From an optimization exercise on the open Yosys and OpenROAD flow, aimed at small area, a short achievable clock period and few clock cycles per item; shortcuts taken in it are not production practice.
Where RTL was checked, it was by simulation tests only, not by an equivalence proof against the original.
Power figures rest on the tool's default switching activity, not on a simulated workload.

==> inputs of v38 <==
// rgb_matrix_row_scan_controller
module rgb_matrix_row_scan_controller
#(
    parameter int COLUMNS   = rmrs_pkg::RMRS_COLUMNS,
    parameter int ROWS      = rmrs_pkg::RMRS_ROWS,
    parameter int CHANNELS  = rmrs_pkg::RMRS_CHANNELS,
    parameter int MSG_DEPTH = rmrs_pkg::RMRS_MSG_DEPTH
) (
    input  wire logic        i_clk,
    input  wire logic        i_rst_n,
    input  wire logic        start,
    input  rmrs_pkg::t_req             i_req,
    output logic             busy,
    input  wire logic        i_cfg_valid,
    output logic             o_cfg_ready,
    input  wire logic [11:0] i_cfg_data,
    output logic             o_res_strobe,
    output rmrs_pkg::t_res             o_res
);
    localparam int MB = rmrs_pkg::MSG_BLOCK;
    localparam int NB = 64 / MB;
    localparam int PW = $clog2(MB);
    localparam int BW = (NB > 1) ? $clog2(NB) : 1;
    localparam int NT = MB / 16;
    localparam int TW = (NT > 1) ? $clog2(NT) : 1;
    localparam logic [1:0] SC_IDLE  = 2'd0;
    localparam logic [1:0] SC_WAIT  = 2'd1;
    localparam logic [1:0] SC_SHIFT = 2'd2;
    assign o_cfg_ready = 1'b1;
    logic          r_busy;
    logic [PW-1:0] r_phase;         
    logic          r_clear;         
    logic          ph_last;         
    logic [11:0]   r_bright;
    logic          r_wb_v;
    logic          r_wb_msg;
    logic [1:0]    r_wb_color;
    logic [5:0]    r_wb_addr;
    logic [7:0]    r_wb_val;
    logic [2:0][1:0]    r_sc_st;
    logic [2:0][5:0]    r_sc_s;     
    logic [2:0][3:0]    r_sc_l;     
    logic [2:0][3:0]    r_sc_f;     
    logic [2:0][15:0][7:0] r_fr;
    logic [2:0][3:0]    r_cn;
    logic          r_pv;
    logic          r_pfilled;
    logic [3:0]    r_fcnt;
    logic [2:0]    r_prow;
    logic          r_pblank;
    logic [11:0]   r_pbright;
    logic [47:0]   r_pbits;
    logic [46:0]   r_asr;
    logic [11:0]   r_abright;
    logic [3:0]    r_arow;          
    logic          r_strobe;
    logic [5:0]    r_ch;
    logic [11:0]   r_level;
    logic [7:0]    r_rowsel;
    logic          r_last;
    logic       acc;
    logic       color_ok;
    logic [2:0] cmd;
    assign cmd      = i_req.cmd;
    assign acc      = start && !r_busy;    
    assign color_ok = (i_req.color != 2'd3);
    logic any_scroll;
    logic unfilled;
    assign any_scroll = (r_sc_st[0] != SC_IDLE) || (r_sc_st[1] != SC_IDLE) || (r_sc_st[2] != SC_IDLE);
  ...
clock: 7.0 ns
lec_check: 0
cap_margin: 20
core_margin: 2
core_utilization: 70
cts_buf_list: sky130_fd_sc_hd__clkbuf_16
cts_cluster_diameter: 90
cts_cluster_size: 27
setup_slack_margin: 4.5
slew_margin: 20
synth_memory_max_bits: 16384
run.sh (not shown) runs the stock make flow with config.mk's settings and CLKGATE_MAP_FILE= SYNTH_SCRIPT=/design/flow/synth_recipe.tcl, a recipe that flattens the netlist after the stock synthesis.
==> v22 (differences from v38) <==
--- a/flow/design.v
+++ b/flow/design.v
@@ -50,26 +50,26 @@
 module rmrs_dp
 #(
     parameter int MB = 16,
     parameter int NB  = 64 / MB,
     parameter int PW  = $clog2(MB),
-    parameter int BW  = (NB > 1) ? $clog2(NB) : 1,
-    parameter int NT  = MB / 16,
-    parameter int TW  = (NT > 1) ? $clog2(NT) : 1
+    parameter int BW  = (NB > 1) ? $clog2(NB) : 1
 ) (
     input  wire logic          i_clk,
-    input  wire logic [3*NB-1:0] i_we,      
+    input  wire logic [PW-1:0] i_phase,
+    input  wire logic          i_we,
+    input  wire logic [1:0]    i_wcolor,
+    input  wire logic [5:0]    i_windex,
     input  wire logic [7:0]    i_wdata,
     input  wire logic [2:0][BW-1:0] i_rblk,
-    input  wire logic [2:0][TW-1:0] i_rtap,
     output logic [2:0][7:0]    o_rdata
 );
     logic [2:0][NB-1:0][MB-1:0][7:0] r_ring;
     always_ff @(posedge i_clk) begin
         for (int c = 0; c < 3; c++) begin
             for (int b = 0; b < NB; b++) begin
-                if (i_we[c*NB+b]) begin
+                if (i_we && (i_wcolor == 2'(c)) && (6'(i_windex) == 6'(b * MB + 32'(i_phase)))) begin
                     r_ring[c][b][0] <= i_wdata;
                 end else begin
                     r_ring[c][b][0] <= r_ring[c][b][MB-1];
                 end
                 for (int k = 1; k < MB; k++) begin
@@ -78,11 +78,11 @@
             end
         end
     end
     always_comb begin
         for (int c = 0; c < 3; c++) begin
-            o_rdata[c] = r_ring[c][(NB > 1) ? i_rblk[c] : '0][MB - 1 - 16 * ((NT > 1) ? 32'(i_rtap[c]) : 0)];
+            o_rdata[c] = r_ring[c][(NB > 1) ? i_rblk[c] : '0][MB-1];
         end
     end
 endmodule
 `default_nettype wire
 `default_nettype none
@@ -106,30 +106,27 @@
 );
     localparam int MB = rmrs_pkg::MSG_BLOCK;
     localparam int NB = 64 / MB;
     localparam int PW = $clog2(MB);
     localparam int BW = (NB > 1) ? $clog2(NB) : 1;
-    localparam int NT = MB / 16;
-    localparam int TW = (NT > 1) ? $clog2(NT) : 1;
     localparam logic [1:0] SC_IDLE  = 2'd0;
     localparam logic [1:0] SC_WAIT  = 2'd1;
     localparam logic [1:0] SC_SHIFT = 2'd2;
     assign o_cfg_ready = 1'b1;
     logic          r_busy;
     logic [PW-1:0] r_phase;         
     logic          r_clear;         
-    logic          ph_last;         
+    logic [3:0]    r_clr_cnt;
     logic [11:0]   r_bright;
     logic          r_wb_v;
     logic          r_wb_msg;
     logic [1:0]    r_wb_color;
     logic [5:0]    r_wb_addr;
     logic [7:0]    r_wb_val;
     logic [2:0][1:0]    r_sc_st;
-    logic [2:0][5:0]    r_sc_s;     
-    logic [2:0][3:0]    r_sc_l;     
-    logic [2:0][3:0]    r_sc_f;     
+    logic [2:0][9:0]    r_sc_p;     
+    logic [2:0][6:0]    r_sc_l;     
     logic [2:0][15:0][7:0] r_fr;
     logic [2:0][3:0]    r_cn;
     logic          r_pv;
     logic          r_pfilled;
     logic [3:0]    r_fcnt;
@@ -137,21 +134,20 @@
     logic          r_pblank;
     logic [11:0]   r_pbright;
     logic [47:0]   r_pbits;
     logic [46:0]   r_asr;
     logic [11:0]   r_abright;
-    logic [3:0]    r_arow;          
     logic          r_strobe;
     logic [5:0]    r_ch;
     logic [11:0]   r_level;
     logic [7:0]    r_rowsel;
     logic          r_last;
     logic       acc;
     logic       color_ok;
     logic [2:0] cmd;
     assign cmd      = i_req.cmd;
-    assign acc      = start && !r_busy;    
+    assign acc      = i_rst_n && start && !r_busy;
     assign color_ok = (i_req.color != 2'd3);
     logic any_scroll;
     logic unfilled;
     assign any_scroll = (r_sc_st[0] != SC_IDLE) || (r_sc_st[1] != SC_IDLE) || (r_sc_st[2] != SC_IDLE);
     assign unfilled   = r_pv && !r_pfilled;
@@ -193,117 +189,92 @@
     end
     always_ff @(posedge i_clk) begin
         if (!i_rst_n) begin
             r_phase   <= '0;
             r_clear   <= 1'b1;
+            r_clr_cnt <= '0;
         end else begin
             r_phase   <= r_phase + 1'b1;
-            if (ph_last) r_clear <= 1'b0;
+            r_clr_cnt <= r_clr_cnt + 1'b1;
+            if (r_clr_cnt == 4'd15) r_clear <= 1'b0;
         end
     end
-    assign ph_last = (r_phase[3:0] == 4'd15);
-    logic [3*NB-1:0] r_mwe;
-    logic [2:0]      col_hit;
-    always_ff @(posedge i_clk) begin
-        for (int c = 0; c < 3; c++) begin
-            for (int b = 0; b < NB; b++) begin
-                if (!i_rst_n) r_mwe[c*NB+b] <= 1'b0;
-                else          r_mwe[c*NB+b] <= r_wb_v && r_wb_msg && (r_wb_color == 2'(c)) &&
-                                               (32'(r_wb_addr) / MB == b) &&
-                                               (r_wb_addr[PW-1:0] == PW'(r_phase + 1'b1));
-            end
-            if (!i_rst_n) col_hit[c] <= 1'b0;
-            else          col_hit[c] <= r_wb_v && !r_wb_msg && (r_wb_color == 2'(c)) &&
-                                        (r_wb_addr[3:0] == 4'(r_cn[c] + 1'b1));
-        end
+    logic msg_hit;
+    logic [2:0] col_hit;
+    assign msg_hit = r_wb_v && r_wb_msg && (r_wb_addr[PW-1:0] == r_phase);
+    always_comb begin
+        for (int c = 0; c < 3; c++)
+            col_hit[c] = r_wb_v && !r_wb_msg && (r_wb_color == 2'(c)) && (r_wb_addr[3:0] == r_cn[c]);
     end
     logic wb_set;
     assign wb_set = acc && color_ok && (cmd == rmrs_pkg::CMD_WRITE_COL ||
                     (cmd == rmrs_pkg::CMD_LOAD_MSG && i_req.msg_index[7:6] == 2'd0));
     always_ff @(posedge i_clk) begin
         if (!i_rst_n) begin
             r_wb_v <= 1'b0;
         end else if (wb_set) begin
             r_wb_v <= 1'b1;
-        end else if ((|r_mwe) || (|col_hit)) begin
+        end else if (msg_hit || col_hit[0] || col_hit[1] || col_hit[2]) begin
             r_wb_v <= 1'b0;
         end
     end
     always_ff @(posedge i_clk) begin
-        if (!r_wb_v) begin
+        if (wb_set) begin
             r_wb_msg   <= cmd[0];
             r_wb_color <= i_req.color;
             r_wb_addr  <= cmd[0] ? i_req.msg_index[5:0] : {2'b00, i_req.column};
             r_wb_val   <= i_req.value;
         end
     end
     logic [2:0][BW-1:0] rblk;
-    logic [2:0][TW-1:0] rtap;
     logic [2:0][7:0]    rdata;
     logic [2:0][5:0]    sc_idx;
     always_comb begin
         for (int c = 0; c < 3; c++) begin
-            sc_idx[c] = {sc_low[c] ? sc_hm1[c] : r_sc_s[c][5:4], r_phase[3:0]};
+            sc_idx[c] = r_sc_p[c][5:0] - 6'd16;
             rblk[c]   = (NB > 1) ? BW'(sc_idx[c] >> PW) : '0;
-            rtap[c]   = (NT > 1) ? TW'(PW'(PW'(sc_idx[c]) - r_phase) >> 4) : '0;
         end
     end
     rmrs_dp #(.MB(MB)) u_dp (
         .i_clk    (i_clk),
-        .i_we     (r_mwe),
+        .i_phase  (r_phase),
+        .i_we     (msg_hit),
+        .i_wcolor (r_wb_color),
+        .i_windex (r_wb_addr),
         .i_wdata  (r_wb_val),
         .i_rblk   (rblk),
-        .i_rtap   (rtap),
         .o_rdata  (rdata)
     );
-    logic [2:0]          sc_go;
-    logic [2:0]          sc_valid;
-    logic [2:0][3:0]     sc_j0;
-    logic [2:0]          sc_low;
-    logic [2:0]          sc_vlow;       
-    logic [2:0]          sc_vhigh;      
-    logic [2:0][1:0]     sc_hm1;
-    logic [2:0]          sc_klt;
-    logic [4:0] in_s4;
-    logic [4:0] in_a;
-    logic [3:0] in_f;
-    assign in_s4 = i_req.shift[8:4];
-    assign in_a  = (i_req.msg_len[8:6] != 3'd0) ? 5'd4 : 5'(i_req.msg_len[5:4]);
-    assign in_f  = {(in_s4 == in_a), (in_s4 < in_a),
-                    (in_s4 != 5'd0) && (in_s4 == in_a + 5'd1),
-                    (in_s4 != 5'd0) && (in_s4 <= in_a)};
+    logic [2:0] sc_go;
+    logic [2:0] sc_valid;
     always_comb begin
         for (int c = 0; c < 3; c++) begin
-            sc_j0[c]    = 4'd0 - r_sc_s[c][3:0];
-            sc_go[c]    = (r_sc_st[c] == SC_WAIT) && !r_wb_v && ph_last;
-            sc_hm1[c]   = r_sc_s[c][5:4] - 2'd1;
-            sc_low[c]   = (r_phase[3:0] >= r_sc_s[c][3:0]);
-            sc_klt[c]   = (r_phase[3:0] < r_sc_l[c][3:0]);
-            sc_vlow[c]  = r_sc_f[c][0] || (r_sc_f[c][1] && sc_klt[c]);
-            sc_vhigh[c] = r_sc_f[c][2] || (r_sc_f[c][3] && sc_klt[c]);
-            sc_valid[c] = sc_low[c] ? sc_vlow[c] : sc_vhigh[c];
+            sc_go[c]    = (r_sc_st[c] == SC_WAIT) && !r_wb_v &&
+                          (PW'(r_phase + 1'b1) == sc_idx[c][PW-1:0]);
+            sc_valid[c] = (r_sc_p[c] >= 10'd16) && (r_sc_p[c] < 10'(r_sc_l[c]));
         end
     end
     always_ff @(posedge i_clk) begin
         for (int c = 0; c < 3; c++) begin
             if (!i_rst_n) begin
                 r_sc_st[c] <= SC_IDLE;
             end else if (acc && cmd == rmrs_pkg::CMD_SCROLL && i_req.color == 2'(c)) begin
                 r_sc_st[c] <= SC_WAIT;
             end else if (sc_go[c]) begin
                 r_sc_st[c] <= SC_SHIFT;
-            end else if (r_sc_st[c] == SC_SHIFT && ph_last) begin
+            end else if (r_sc_st[c] == SC_SHIFT && r_cn[c] == 4'd15) begin
                 r_sc_st[c] <= SC_IDLE;
             end
         end
     end
     always_ff @(posedge i_clk) begin
         for (int c = 0; c < 3; c++) begin
-            if (r_sc_st[c] == SC_IDLE) begin
-                r_sc_s[c] <= i_req.shift[5:0];
-                r_sc_l[c] <= (i_req.msg_len[8:6] != 3'd0) ? 4'd0 : i_req.msg_len[3:0];
-                r_sc_f[c] <= in_f;
+            if (acc && cmd == rmrs_pkg::CMD_SCROLL && i_req.color == 2'(c)) begin
+                r_sc_p[c] <= {1'b0, i_req.shift};
+                r_sc_l[c] <= (i_req.msg_len[8:6] != 3'd0) ? 7'd80 : 7'(i_req.msg_len[5:0]) + 7'd16;
+            end else if (r_sc_st[c] == SC_SHIFT) begin
+                r_sc_p[c] <= r_sc_p[c] + 1'b1;
             end
         end
     end
     logic [2:0][7:0] fin;
     always_comb begin
@@ -320,13 +291,12 @@
             for (int k = 1; k < 16; k++) r_fr[c][k] <= r_fr[c][k-1];
         end
     end
     always_ff @(posedge i_clk) begin
         for (int c = 0; c < 3; c++) begin
-            if (!i_rst_n)      r_cn[c] <= 4'd0;
-            else if (sc_go[c]) r_cn[c] <= sc_j0[c];
-            else               r_cn[c] <= r_cn[c] + 1'b1;
+            if (!i_rst_n || sc_go[c]) r_cn[c] <= 4'd0;
+            else                      r_cn[c] <= r_cn[c] + 1'b1;
         end
     end
     logic fill;
     logic [2:0] tbit;
     assign fill = unfilled && !any_scroll && !(r_wb_v && !r_wb_msg) && !r_clear;
@@ -351,11 +321,11 @@
             end
             if (fill) r_fcnt <= r_fcnt + 1'b1;
         end
     end
     always_ff @(posedge i_clk) begin
-        if (!r_pv) begin
+        if (acc && (cmd == rmrs_pkg::CMD_SCAN || cmd == rmrs_pkg::CMD_BLANK)) begin
             r_prow    <= i_req.row;
             r_pblank  <= (cmd == rmrs_pkg::CMD_BLANK);
             r_pbright <= (cmd == rmrs_pkg::CMD_BLANK) ? 12'd0 :
                          (i_cfg_valid ? i_cfg_data : r_bright);
         end
@@ -379,11 +349,11 @@
     always_ff @(posedge i_clk) begin
         if (run_start) begin
             r_ch      <= 6'd0;
             r_last    <= 1'b0;
             r_level   <= r_pbits[0] ? r_pbright : 12'd0;
-            r_arow    <= {r_pblank, r_prow};
+            r_rowsel  <= r_pblank ? 8'd0 : (8'd1 << r_prow);
             r_asr     <= r_pbits[47:1];
             r_abright <= r_pbright;
         end else begin
             r_ch      <= r_ch + 1'b1;
             r_last    <= (r_ch == 6'd46);
@@ -392,14 +362,9 @@
         end
     end
     assign o_res_strobe      = r_strobe;
     assign o_res.channel     = r_ch;
     assign o_res.level       = r_level;
-    logic [3:0] nrow;
-    assign nrow = run_start ? {r_pblank, r_prow} : r_arow;
-    always_ff @(posedge i_clk) begin
-        r_rowsel <= nrow[3] ? 8'd0 : (8'd1 << nrow[2:0]);
-    end
     assign o_res.row_select  = r_rowsel;
     assign o_res.last        = r_last;
 endmodule
 `default_nettype wire
- CORE_UTILIZATION: 70 -> 40
- CTS_BUF_LIST: sky130_fd_sc_hd__clkbuf_16 -> default
- CTS_CLUSTER_DIAMETER: 90 -> default
- CTS_CLUSTER_SIZE: 27 -> default
- SETUP_SLACK_MARGIN: 4.5 -> default
==> summary of the runs <==
Via count: v22 is smaller than v38 (7.4%). Against v38, the worst setup slack of v22 is lower by 1.3 ns. Between v38 and v22, the lower worst hold slack is in v22 (gap 0.0041 ns). In v22 the critical path depth is higher than in v38, by 6. Between v38 and v22, the lower non-clock buffer count is in v22 (gap 33). Between v22 and v38, the lower synthesized cell count is in v22 (gap 6.4%, measured against v38). In sequential power, v22 and v38 hardly differ. Of v38 and v22, v22 has the higher final area (gap 6.6%, measured against v22). Of v38 and v22, v38 has the higher register-to-register slack (gap 0.41 ns).
Testbench counts of v22, summed over its fixed seeds: cycles 92,909, requests 3,156.
The RTL of v38 was laid out without a check of its function.

what the ideal ports hide:
No port has a modelled driver above. Below, the same layouts with a new extraction and two added sets of constraints.
Step 1 assumes that a clkbuf_16 drives the clock port and a buf_2 every other input.
Step 2 adds t to the input delays and takes it off the output delays; t is the mean of the earliest and latest rising clock arrival at the registers after step 1. Input paths then give back, and output paths get back, about the clock's delay inside the block.
Slacks: ideal ports / drivers / drivers and shift; pairs: ideal ports / drivers.
| run | t (ns) | setup slack, ns | worst setup path at the end | clock arrival spread, ns |
|---|---|---|---|---|
| v38 | 0.738 | 4.426 / 4.361 / 3.807 | input to register | 0.056 / 0.055 |
| v22 | 0.831 | 3.174 / 3.224 / 2.393 | input to register | 0.036 / 0.035 |
After both steps setup and hold are still met in every run listed. For v22, which loses most, drivers alone change the setup slack by +0.050 ns; drivers and shift together by -0.781 ns.
